Context: an optimization exercise on an open-source flow, tuned for small area, a short achievable clock period and few clock cycles. The choices shown serve that exercise and are no tape-out recipe.
Function was checked by simulation only, so behaviour that the tests miss may differ from the original.
Power and IR drop assume default switching activity.

== the baseline ==
==> flow/design.v <==
package lscs_pkg;
  localparam int unsigned ChunkMaxBits = 52;
  localparam int unsigned ChunkW       = 53;
  localparam int unsigned CbW = 6;
  localparam int unsigned CcW = 7;
  localparam int unsigned CfgDataW = 7;
  localparam int unsigned LeadW = 12;
endpackage
module lscs_front (
  input  logic [114:0] win_i,
  input  logic [5:0]   sh_i,
  input  logic [51:0]  mask_i,
  output logic [51:0]  mag_o
);
  logic [82:0] s1;
  logic [66:0] s2;
  logic [58:0] s3;
  logic [54:0] s4;
  logic [52:0] s5;
  logic [51:0] s6;
  assign s1 = sh_i[5] ? win_i[114:32] : win_i[82:0];
  assign s2 = sh_i[4] ? s1[82:16]     : s1[66:0];
  assign s3 = sh_i[3] ? s2[66:8]      : s2[58:0];
  assign s4 = sh_i[2] ? s3[58:4]      : s3[54:0];
  assign s5 = sh_i[1] ? s4[54:2]      : s4[52:0];
  assign s6 = sh_i[0] ? s5[52:1]      : s5[51:0];
  assign mag_o = s6 & mask_i;
endmodule
module lscs_back (
  input  logic        clk_i,
  input  logic        rst_ni,
  input  logic        push_i,
  input  logic [51:0] mag_i,
  input  logic        neg_i,
  input  logic        last_i,
  output logic        blk_n_o,
  output logic        out_valid_o,
  input  logic        out_ready_i,
  output logic [52:0] chunk_o,
  output logic        last_o
);
  logic        p_v_q, s_v_q, o_v_q;
  logic [51:0] p_mag_q;
  logic        p_neg_q, p_last_q;
  logic [53:0] s_q, o_q;
  logic [53:0] p_val;
  logic        o_free, p_v_d, s_v_d;
  assign p_val  = {p_neg_q ? (53'd0 - {1'b0, p_mag_q}) : {1'b0, p_mag_q}, p_last_q};
  assign o_free = !o_v_q || out_ready_i;
  always_comb begin
    if (o_free) begin
      s_v_d = s_v_q && p_v_q;
      p_v_d = push_i;
    end else begin
      s_v_d = s_v_q || p_v_q;
      p_v_d = push_i || (p_v_q && s_v_q);
    end
  end
  always_ff @(posedge clk_i or negedge rst_ni) begin
    if (!rst_ni) begin
      p_v_q <= 1'b0;
      s_v_q <= 1'b0;
      o_v_q <= 1'b0;
    end else begin
      p_v_q <= p_v_d;
      s_v_q <= s_v_d;
      if (o_free) o_v_q <= s_v_q || p_v_q;
    end
  end
  always_ff @(posedge clk_i) begin
    if (push_i) begin
      p_mag_q  <= mag_i;
      p_neg_q  <= neg_i;
      p_last_q <= last_i;
    end
    if (o_free) begin
      o_q <= s_v_q ? s_q : p_val;
    end
    if (o_free || !s_v_q) begin
      s_q <= p_val;
    end
  end
  assign blk_n_o     = p_v_d && s_v_d;
  assign out_valid_o = o_v_q;
  assign chunk_o     = o_q[53:1];
  assign last_o      = o_q[0];
endmodule
module limb_stream_to_chunk_splitter_core #(
  parameter int unsigned LIMB_BITS  = 64,
  parameter int unsigned MAX_CHUNKS = 64
) (
  input  logic                              clk_i,
  input  logic                              rst_ni,
  input  logic                              cfg_we_i,
  input  logic [0:0]                        cfg_index_i,
  input  logic [lscs_pkg::CfgDataW-1:0]     cfg_wdata_i,
  input  logic                              in_valid_i,
  output logic                              in_ready_o,
  input  logic [LIMB_BITS-1:0]              limb_i,
  input  logic                              first_limb_i,
  input  logic                              last_limb_i,
  input  logic                              negative_i,
  input  logic [lscs_pkg::LeadW-1:0]        lead_zero_bits_i,
  output logic                              out_valid_o,
  input  logic                              out_ready_i,
  output logic signed [lscs_pkg::ChunkW-1:0] chunk_o,
  output logic                              last_chunk_o
);
  localparam int unsigned DW = 14;
  logic [5:0] cbw;
  logic [5:0] k1_q;
  logic [7:0] k2_q;
  logic [6:0] cc_q;
  always_comb begin
    if (cfg_wdata_i[5:0] == 6'd0)      cbw = 6'd1;
    else if (cfg_wdata_i[5:0] > 6'd52) cbw = 6'd52;
    else                               cbw = cfg_wdata_i[5:0];
  end
  always_ff @(posedge clk_i or negedge rst_ni) begin
    if (!rst_ni) begin
      k1_q <= 6'd40;
      k2_q <= 8'd16;
      cc_q <= 7'd16;
    end else if (cfg_we_i) begin
      if (cfg_index_i == 1'b0) begin
        k1_q <= 6'd0 - cbw;
        k2_q <= 8'd64 - {1'b0, cbw, 1'b0};
      end else begin
        if (cfg_wdata_i == 7'd0)      cc_q <= 7'd1;
        else if (cfg_wdata_i > 7'd64) cc_q <= 7'd64;
        else                          cc_q <= cfg_wdata_i;
      end
    end
  end
  logic [DW-1:0] ncb;
  logic [51:0]   mask;
  assign ncb = {{(DW-6){1'b1}}, k1_q};
  always_comb begin
    for (int j = 0; j < 52; j++) mask[j] = ({1'b0, k1_q} + 7'(j)) < 7'd64;
  end
  logic [114:0]  win_q;
  logic [DW-1:0] d_q, dc_q;      
  logic [6:0]    rem_q;          
  logic          live_q, one_q;  
  logic          sign_q, pad_q;
  logic          rdy_q;          
  logic          emit_q;         
  logic [5:0]    sh_q;           
  logic          big_q;          
  logic          emit, need, done, blk_n;
  logic          acc, ld_first, ld_cont, ld_pad, ld_app;
  logic [51:0]   mag;
  assign emit = emit_q;
  assign need = emit ? dc_q[DW-1] : d_q[DW-1];
  assign done = !live_q || (emit && one_q);
  assign acc      = in_valid_i && rdy_q;
  assign ld_first = acc && first_limb_i;
  assign ld_cont  = acc && !first_limb_i && !done;
  assign ld_pad   = pad_q && need && !done;
  assign ld_app   = ld_cont || ld_pad;
  logic [6:0]    f_lo;
  logic [7:0]    g_lo;
  logic [DW-1:0] f_d, g_dc;
  logic [5:0]    lead_hi;
  assign lead_hi = lead_zero_bits_i[11:6];
  assign f_lo = {1'b0, lead_zero_bits_i[5:0]} + {1'b0, k1_q};
  assign g_lo = {2'b0, lead_zero_bits_i[5:0]} + k2_q;
  assign f_d  = f_lo[6] ? {1'b0, {1'b0, lead_hi} + 7'd1, f_lo[5:0]} : {2'b0, lead_hi, f_lo[5:0]};
  always_comb begin
    unique case (g_lo[7:6])
      2'b01:   g_dc = {1'b0, {1'b0, lead_hi} + 7'd1, g_lo[5:0]};
      2'b11:   g_dc = {2'b0, lead_hi, 6'd0} - DW'(64) + {8'd0, g_lo[5:0]};
      default: g_dc = {2'b0, lead_hi, g_lo[5:0]};
    endcase
  end
  logic [DW-1:0] e_dc;
  logic [6:0]    c0, c1;
  assign e_dc = dc_q + ncb;
  assign c0   = {1'b0, d_q[5:0]} + {1'b1, k1_q};
  assign c1   = {1'b0, dc_q[5:0]} + {1'b1, k1_q};
  logic [DW-1:0] d_n, dc_n;
  logic [6:0]    rem_n;
  logic          sign_n, pad_n, big_n;
  always_comb begin
    sign_n = sign_q;
    pad_n  = pad_q;
    rem_n  = emit ? (rem_q - 7'd1) : rem_q;
    d_n[5:0] = ld_first ? f_d[5:0] : (emit ? dc_q[5:0] : d_q[5:0]);
    if (ld_first) begin
      d_n[DW-1:6] = f_d[DW-1:6];
      dc_n        = g_dc;
      big_n       = |f_d[DW-2:6];
    end else if (ld_app) begin
      d_n[DW-1:6] = '0;
      dc_n        = emit ? {{(DW-7){c1[6]}}, c1} : {{(DW-7){c0[6]}}, c0};
      big_n       = 1'b0;
    end else begin
      d_n[DW-1:6] = emit ? dc_q[DW-1:6] : d_q[DW-1:6];
      dc_n        = emit ? e_dc : dc_q;
      big_n       = emit ? |dc_q[DW-2:6] : big_q;
    end
    if (cfg_we_i) begin
      rem_n = 7'd0;
      pad_n = 1'b0;
    end else if (ld_first) begin
      rem_n  = cc_q;
      sign_n = negative_i;
      pad_n  = last_limb_i;
    end else if (ld_cont) begin
      pad_n  = last_limb_i;
    end
  end
  logic live_e, one_e;           
  logic two_q;
  assign two_q  = (rem_q == 7'd2);
  assign live_e = emit ? !one_q : live_q;
  assign one_e  = emit ? two_q : one_q;
  logic r_first, r_app, r_hold, rdy_n, live_n, one_n, emit_n;
  logic cc1, gneg;
  assign cc1  = (cc_q == 7'd1);
  assign gneg = (lead_hi == 6'd0) && g_lo[7];    
  assign live_n = !cfg_we_i && (ld_first || live_e);
  assign one_n  = !cfg_we_i && (ld_first ? cc1 : one_e);
  always_comb begin
    r_first = !blk_n && (cc1 || (gneg && !last_limb_i));
    r_app   = !live_e || (!blk_n && (one_e ||
              ((emit ? c1[6] : c0[6]) && !(ld_cont ? last_limb_i : pad_q))));
    if (emit) begin
      r_hold = !live_e || (!blk_n && !dc_q[DW-1] && (one_e || (e_dc[DW-1] && !pad_q)))
               || ((blk_n || dc_q[DW-1]) && dc_q[DW-1] && !pad_q);
    end else begin
      r_hold = !live_e || (!blk_n && !d_q[DW-1] && (one_e || (dc_q[DW-1] && !pad_q)))
               || ((blk_n || d_q[DW-1]) && d_q[DW-1] && !pad_q);
    end
    emit_n = !cfg_we_i && !blk_n &&
             (ld_first || (live_e && (ld_app || !(emit ? dc_q[DW-1] : d_q[DW-1]))));
    if (cfg_we_i)      rdy_n = 1'b1;
    else if (ld_first) rdy_n = r_first;
    else if (ld_app)   rdy_n = r_app;
    else               rdy_n = r_hold;
  end
  always_ff @(posedge clk_i or negedge rst_ni) begin
    if (!rst_ni) begin
      d_q    <= 14'h3FE8;   
      dc_q   <= 14'h3FD0;   
      rem_q  <= 7'd16;
      live_q <= 1'b1;
      one_q  <= 1'b0;
      sign_q <= 1'b0;
      pad_q  <= 1'b0;
      rdy_q  <= 1'b1;
      emit_q <= 1'b0;
    end else begin
      d_q    <= d_n;
      dc_q   <= dc_n;
      rem_q  <= rem_n;
      live_q <= live_n;
      one_q  <= one_n;
      sign_q <= sign_n;
      pad_q  <= pad_n;
      rdy_q  <= rdy_n;
      emit_q <= emit_n;
    end
  end
  always_ff @(posedge clk_i) begin
    sh_q  <= d_n[5:0];
    big_q <= big_n;
  end
  always_ff @(posedge clk_i) begin
    if (ld_first) begin
      win_q <= {51'd0, limb_i};
    end else if (ld_app) begin
      win_q <= {win_q[50:0], ld_cont ? limb_i : 64'd0};
    end
  end
  assign in_ready_o = rdy_q;
  lscs_front u_cut (
    .win_i  (win_q),
    .sh_i   (sh_q),
    .mask_i (mask & {52{!big_q}}),
    .mag_o  (mag)
  );
  lscs_back u_out (
    .clk_i       (clk_i),
    .rst_ni      (rst_ni),
    .push_i      (emit),
    .mag_i       (mag),
    .neg_i       (sign_q),
    .last_i      (one_q),
    .blk_n_o     (blk_n),
    .out_valid_o (out_valid_o),
    .out_ready_i (out_ready_i),
    .chunk_o     (chunk_o),
    .last_o      (last_chunk_o)
  );
endmodule
clock: 10.0 ns
lec_check: 0
cap_margin: 20
core_margin: 2
core_utilization: 40
slew_margin: 20
standard.sh (not shown) runs the stock make flow with config.mk's settings and CLKGATE_MAP_FILE= SYNTH_SCRIPT=/design/flow/synth_recipe.tcl, a recipe that flattens the netlist after the stock synthesis.
==> flow/flow/run.sh <==
#!/bin/bash
set -euo pipefail
export BUFFER_PORTS_ARGS="-buffer_cell sky130_fd_sc_hd__buf_2"
export SETUP_SLACK_MARGIN=6.7
bash standard.sh > flow_make.log 2>&1
Testbench counts of the baseline, summed over its fixed seeds: cycles 11,953.
Modified inputs, the candidate compared to the baseline
--- a/flow/design.v
+++ b/flow/design.v
@@ -215,14 +215,10 @@
   assign two_q  = (rem_q == 7'd2);
   assign live_e = emit ? !one_q : live_q;
   assign one_e  = emit ? two_q : one_q;
-  logic r_first, r_app, r_hold, rdy_n, live_n, one_n, emit_n;
-  logic cc1, gneg;
-  assign cc1  = (cc_q == 7'd1);
-  assign gneg = (lead_hi == 6'd0) && g_lo[7];    
-  assign live_n = !cfg_we_i && (ld_first || live_e);
-  assign one_n  = !cfg_we_i && (ld_first ? cc1 : one_e);
-  always_comb begin
-    r_first = !blk_n && (cc1 || (gneg && !last_limb_i));
+  logic r_first, r_app, r_hold, rdy_n, live_n, emit_n;
+  assign live_n = (rem_n != 7'd0);
+  always_comb begin
+    r_first = !blk_n && ((cc_q == 7'd1) || (g_dc[DW-1] && !last_limb_i));
     r_app   = !live_e || (!blk_n && (one_e ||
               ((emit ? c1[6] : c0[6]) && !(ld_cont ? last_limb_i : pad_q))));
     if (emit) begin
@@ -232,8 +228,7 @@
       r_hold = !live_e || (!blk_n && !d_q[DW-1] && (one_e || (dc_q[DW-1] && !pad_q)))
                || ((blk_n || d_q[DW-1]) && d_q[DW-1] && !pad_q);
     end
-    emit_n = !cfg_we_i && !blk_n &&
-             (ld_first || (live_e && (ld_app || !(emit ? dc_q[DW-1] : d_q[DW-1]))));
+    emit_n = live_n && !blk_n && !(!ld_first && !ld_app && (emit ? dc_q[DW-1] : d_q[DW-1]));
     if (cfg_we_i)      rdy_n = 1'b1;
     else if (ld_first) rdy_n = r_first;
     else if (ld_app)   rdy_n = r_app;
@@ -255,7 +250,7 @@
       dc_q   <= dc_n;
       rem_q  <= rem_n;
       live_q <= live_n;
-      one_q  <= one_n;
+      one_q  <= (rem_n == 7'd1);
       sign_q <= sign_n;
       pad_q  <= pad_n;
       rdy_q  <= rdy_n;
Results
- Compared to the baseline, the candidate has cell count along the critical path 2 lower.
- [compare] base=the baseline new=the candidate: maximum frequency climbed 3.1%; number of flip-flops and latches essentially unchanged.
- Between the candidate and the baseline, it is the candidate whose clock period minus worst slack is lower, by 0.11 ns.
- Changes observed in the candidate relative to the baseline: initial cell density of the core has increased; global routing usage on met3 held steady; synthesized cell area higher; net switching power picked up an extra 23%; area taken by multi-input logic gates increased by about 3% relative to the old numbers.
- Sort the candidate and the baseline by final cell count asc -> top: the candidate
- | cell area after placement | the candidate vs the baseline | about 1.5% higher |
- On the candidate: post-route worst setup slack is 0.11 ns higher than what the baseline gave.
- Going from the baseline to the candidate, power grows by 1.4 mW.
- The baseline has a lower routed wire length than the candidate.
Testbench counts of the candidate, summed over its fixed seeds: cycles 11,953.

==> static timing again, ports no longer ideal <==
The results above use ideal ports. As a check the final layouts listed here were re-extracted and re-timed, cells and wires unchanged. Step 1 sets driving cells, clkbuf_16 on the clock port and buf_2 on the other inputs (assumed; they add their load-dependent delay and slew). Step 2 moves the port delays by t, midway between the first and last clock arrival at a register: inputs arrive t later, outputs are due t later. That takes back most of the time a late clock gives input paths. Slacks: no drivers / after step 1 / after step 2; pairs: no drivers / after step 1.
| run | t (ns) | setup slack, ns | latest minus earliest clock arrival (ns) | worst slew at a driven data input, ns | pins driven straight from the clock port |
|---|---|---|---|---|---|
| the baseline | 0.615 | 6.408 / 6.412 / 5.797 | 0.016 / 0.015 | 0.05 | 1 |
| the candidate | 0.605 | 6.518 / 6.527 / 5.921 | 0.027 / 0.027 | 0.05 | 1 |
After both steps setup and hold are still met in every run listed. For the baseline, which loses most, drivers alone change the setup slack by +0.004 ns; drivers and shift together by -0.611 ns.
